Context: an optimization exercise on an open-source flow, tuned for small area. The choices shown serve that exercise and are no tape-out recipe.
The RTL was checked by simulation tests, not by an equivalence proof against the original design.
The clock port is modelled as an ideal driver; clocking choices that lean on that would not hold on a real chip.
No activity file was given, so power comes from the tool's default toggle rates.

run 1:
==> flow/design.v (excerpt) <==
module tft_top (
	input  logic                clk,
	input  logic                n_reset,
	output tft_pkg::mem_req_t   mem,
	input  logic                rdy,
	input  logic                ifrdy,
	input  tft_pkg::rgb565_t    data,
	output tft_pkg::tft_pixel_t pixel,
	output tft_pkg::tft_sync_t  sync,
	output logic                underrun
);
Size: about 260 cells after synthesis, about 91 flip-flops, ~0.0038 mm^2 of cells after synthesis.
export LEC_CHECK = 0
export CAP_MARGIN = 20
export CORE_MARGIN = 2
export CORE_UTILIZATION = 40
export SLEW_MARGIN = 20
create_clock -name core_clock -period 10.0 [get_ports {clk}]
standard.sh (not shown) runs the stock make flow with config.mk's settings and CLKGATE_MAP_FILE= SYNTH_SCRIPT=/design/flow/synth_recipe.tcl, a recipe that flattens the netlist after the stock synthesis.
==> flow/flow/run.sh <==
#!/bin/bash
# Standard ORFS layout with three changes: ports are buffered with buf_1,
# constants come from one tie cell per value, and CTS adds no dummy loads.
set -euo pipefail
export BUFFER_PORTS_ARGS="-buffer_cell sky130_fd_sc_hd__buf_1"
export SKIP_REPAIR_TIE_FANOUT=1
export CTS_ARGS="-sink_clustering_enable -repair_clock_nets -dont_use_dummy_load"
bash standard.sh synth > synth.log 2>&1
bash standard.sh "POST_CTS_TCL=$PWD/flow/post_cts.tcl" "BUFFER_PORTS_ARGS=$BUFFER_PORTS_ARGS" "SKIP_REPAIR_TIE_FANOUT=$SKIP_REPAIR_TIE_FANOUT" "CTS_ARGS=$CTS_ARGS" finish > layout.log 2>&1
==> flow/flow/post_cts.tcl <==
# Clock leaf buffers that drive few flip-flops get the next smaller clock buffer.
set small_leaf_max 10
set block [ord::get_db_block]
foreach inst [$block getInsts] {
  if {[[$inst getMaster] getName] ne "sky130_fd_sc_hd__clkbuf_8"} { continue }
  set net [[$inst findITerm X] getNet]
  if {$net eq "NULL"} { continue }
  set loads 0
  set leaf 1
  foreach it [$net getITerms] {
    if {[$it isOutputSignal]} { continue }
    incr loads
    if {[string match "*clkbuf*" [[[$it getInst] getMaster] getName]]} { set leaf 0 }
  }
  if {$leaf && $loads <= $small_leaf_max} {
    puts "post_cts: [$inst getName] drives $loads sinks, now clkbuf_4"
    replace_cell [$inst getName] sky130_fd_sc_hd__clkbuf_4
  }
}
estimate_parasitics -placement
report_check_types -max_slew -violators
Setup changes, run 1 to run 2
--- a/flow/flow/run.sh
+++ b/flow/flow/run.sh
@@ -7 +7 @@
-export CTS_ARGS="-sink_clustering_enable -repair_clock_nets -dont_use_dummy_load"
+export CTS_ARGS="-repair_clock_nets -dont_use_dummy_load"
@@ -9 +9 @@
-bash standard.sh "POST_CTS_TCL=$PWD/flow/post_cts.tcl" "BUFFER_PORTS_ARGS=$BUFFER_PORTS_ARGS" "SKIP_REPAIR_TIE_FANOUT=$SKIP_REPAIR_TIE_FANOUT" "CTS_ARGS=$CTS_ARGS" finish > layout.log 2>&1
+bash standard.sh "BUFFER_PORTS_ARGS=$BUFFER_PORTS_ARGS" "SKIP_REPAIR_TIE_FANOUT=$SKIP_REPAIR_TIE_FANOUT" "CTS_ARGS=$CTS_ARGS" finish > layout.log 2>&1
removed: flow/flow/post_cts.tcl
==> comparison <==
- Against run 1, run 2 reports a post-route worst hold slack that is lower.
- The minimum period implied by the final worst setup slack reported for run 2 is smaller than that of run 1 by 0.030 ns.
- Sort run 2 and run 1 by wire length per cell after detailed routing, descending, and run 2 comes first.
- Taking run 1 as the reference, in run 2 setup slack up 0.030 ns; total power up 3.3%.
- Reported for run 2 and run 1, count of plain and timing-repair buffers turned out identical to the last digit.
What run 3 does differently from run 2 at the input level:
--- a/flow/flow/run.sh
+++ b/flow/flow/run.sh
@@ -7 +7 @@
-export CTS_ARGS="-repair_clock_nets -dont_use_dummy_load"
+export CTS_ARGS="-sink_clustering_enable -repair_clock_nets -dont_use_dummy_load -sink_clustering_levels 1 -sink_clustering_size 30 -sink_clustering_max_diameter 100"
==> results.txt <==
- Run 3 | stages: all done | timing, DRC, antenna: all pass
- Run 3 -> run 2: top fanout value on the critical path delta 0, exact match
- Slack of the worst reg-to-reg path across run 3 and run 2: no real change.
- From run 2 to run 3 the numbers moved as follows: area after synthesis neither gained nor lost much, met1 usage neither gained nor lost much, number of ports placed on the die boundary neither gained nor lost much, global-route wire length before repair neither gained nor lost much, fraction of area in registers neither gained nor lost much.
- | largest voltage drop on the vdd net | run 2 vs run 3 | ≈ equal |
- Post-layout instance count excluding filler cells came out exactly the same in run 3 and run 2.
Modified inputs, run 4 compared to run 3
==> flow/flow/run.sh <==
#!/bin/bash
# Standard ORFS layout with three changes: ports are buffered with buf_1,
# constants come from one tie cell per value, and CTS adds no dummy loads.
set -euo pipefail
export BUFFER_PORTS_ARGS="-buffer_cell sky130_fd_sc_hd__buf_1"
export SKIP_REPAIR_TIE_FANOUT=1
export CTS_ARGS="-sink_clustering_enable -repair_clock_nets -dont_use_dummy_load"
bash standard.sh synth > synth.log 2>&1
bash standard.sh "POST_CTS_TCL=$PWD/flow/post_cts.tcl" "BUFFER_PORTS_ARGS=$BUFFER_PORTS_ARGS" "SKIP_REPAIR_TIE_FANOUT=$SKIP_REPAIR_TIE_FANOUT" "CTS_ARGS=$CTS_ARGS" RECOVER_POWER=100 finish > layout.log 2>&1
==> flow/flow/post_cts.tcl (new file) <==
# Downsize clock buffers where the flip-flop clock pins keep a slew below
# slew_limit (in the library's time unit, ns) by the placement estimate.
set slew_limit 0.125
set sizes {sky130_fd_sc_hd__clkbuf_2 sky130_fd_sc_hd__clkbuf_4}
set block [ord::get_db_block]

proc clock_sink_slew {} {
  set worst 0.0
  foreach pin [get_pins -hierarchical */CLK] {
    set s [get_property $pin slew_max]
    if {$s > $worst} { set worst $s }
  }
  return $worst
}

estimate_parasitics -placement
set bufs {}
foreach inst [$block getInsts] {
  if {[[$inst getMaster] getName] eq "sky130_fd_sc_hd__clkbuf_8"} {
    set net [[$inst findITerm X] getNet]
    if {$net ne "NULL" && [$net getSigType] eq "CLOCK"} { lappend bufs [$inst getName] }
  }
}
puts "post_cts: clock buffers $bufs, worst sink slew [clock_sink_slew]"
foreach name $bufs {
  set kept sky130_fd_sc_hd__clkbuf_8
  foreach size $sizes {
    replace_cell $name $size
    estimate_parasitics -placement
    set w [clock_sink_slew]
    if {$w <= $slew_limit} {
      set kept $size
      break
    }
  }
  if {$kept eq "sky130_fd_sc_hd__clkbuf_8"} { replace_cell $name $kept; estimate_parasitics -placement }
  puts "post_cts: $name -> $kept (worst sink slew [clock_sink_slew])"
}
==> comparison <==
Per the comparison of run 4 with run 3, max-cap violation count held steady, cell count along the critical path held steady, clock insertion delay at the later pin of the skew report grew by 0.13 ns.
--- input diff run 4..run 5 ---
- a change of CORE_UTILIZATION from 40 to 70
==> flow/flow/run.sh <==
#!/bin/bash
# Standard ORFS layout with these changes: ports are buffered with buf_1,
# constants come from one tie cell per value, CTS adds no dummy loads and a
# post-CTS step (post_cts.tcl) downsizes clock buffers while the flip-flop
# clock slew stays low, and power recovery downsizes non-critical gates.
set -euo pipefail
export BUFFER_PORTS_ARGS="-buffer_cell sky130_fd_sc_hd__buf_1"
export SKIP_REPAIR_TIE_FANOUT=1
export CTS_ARGS="-sink_clustering_enable -repair_clock_nets -dont_use_dummy_load"
export POST_CTS_TCL="$PWD/flow/post_cts.tcl"
bash standard.sh synth > synth.log 2>&1
bash standard.sh "BUFFER_PORTS_ARGS=$BUFFER_PORTS_ARGS" \
	"SKIP_REPAIR_TIE_FANOUT=$SKIP_REPAIR_TIE_FANOUT" \
	"CTS_ARGS=$CTS_ARGS" \
	"POST_CTS_TCL=$POST_CTS_TCL" \
	RECOVER_POWER=100 \
	finish > layout.log 2>&1
--- a/flow/flow/post_cts.tcl
+++ b/flow/flow/post_cts.tcl
@@ -3 +3 @@
-set slew_limit 0.125
+set slew_limit 0.120
--- outcome ---
- Run 5: final weighted congestion in routability-driven placement 8.4% above run 4
- From run 5 to run 4, initial antenna violation count did not move at all.
- In the flow results for run 5 and run 4, the met3 capacity usage during global routing is smaller on run 4.
- Against run 4, run 5 comes in 0.027 ns lower on time the worst path needs with I/O delays and setup.
- Run 5 and run 4 ended up with roughly the same fraction of power consumed by the clock network.
- Compared with run 4, run 5 shows a lower wire length on met1.
- Compared with run 4, run 5 ends up with a smaller final cell area.
- Routed wire in run 5 totals less than in run 4.
- Compared with run 4, in run 5 power per cell area went up by about 1.3%, met2 track demand over resource in global routing saw an increase.

[re-timing with driven ports]
How much do the figures lean on ideal ports? The routed layouts below were timed once more, with nothing changed but the port constraints. Step 1, drivers: a clkbuf_16 drives clk and a buf_2 each remaining input, both assumed. Step 2 also shifts input and output timing later by t, the mid clock arrival at the registers, as if the neighbouring blocks saw the same clock. Three values: ideal, step 1, step 2; two values: the first two.
run	t, ns	setup slack, ns	worst setup path after step 2	worst slew at a driven data input, ns	cell pins on the clock port's net
run 1	0.359	5.825 / 5.797 / 6.156	register to output	0.04	1
run 2	0.360	5.856 / 5.824 / 6.149	input to register	0.04	1
run 3	0.360	5.856 / 5.824 / 6.149	input to register	0.04	1
run 4	0.489	5.721 / 5.692 / 6.132	input to register	0.04	1
run 5	0.500	5.748 / 5.725 / 6.114	input to register	0.04	1
After both steps setup and hold are still met in every run listed.
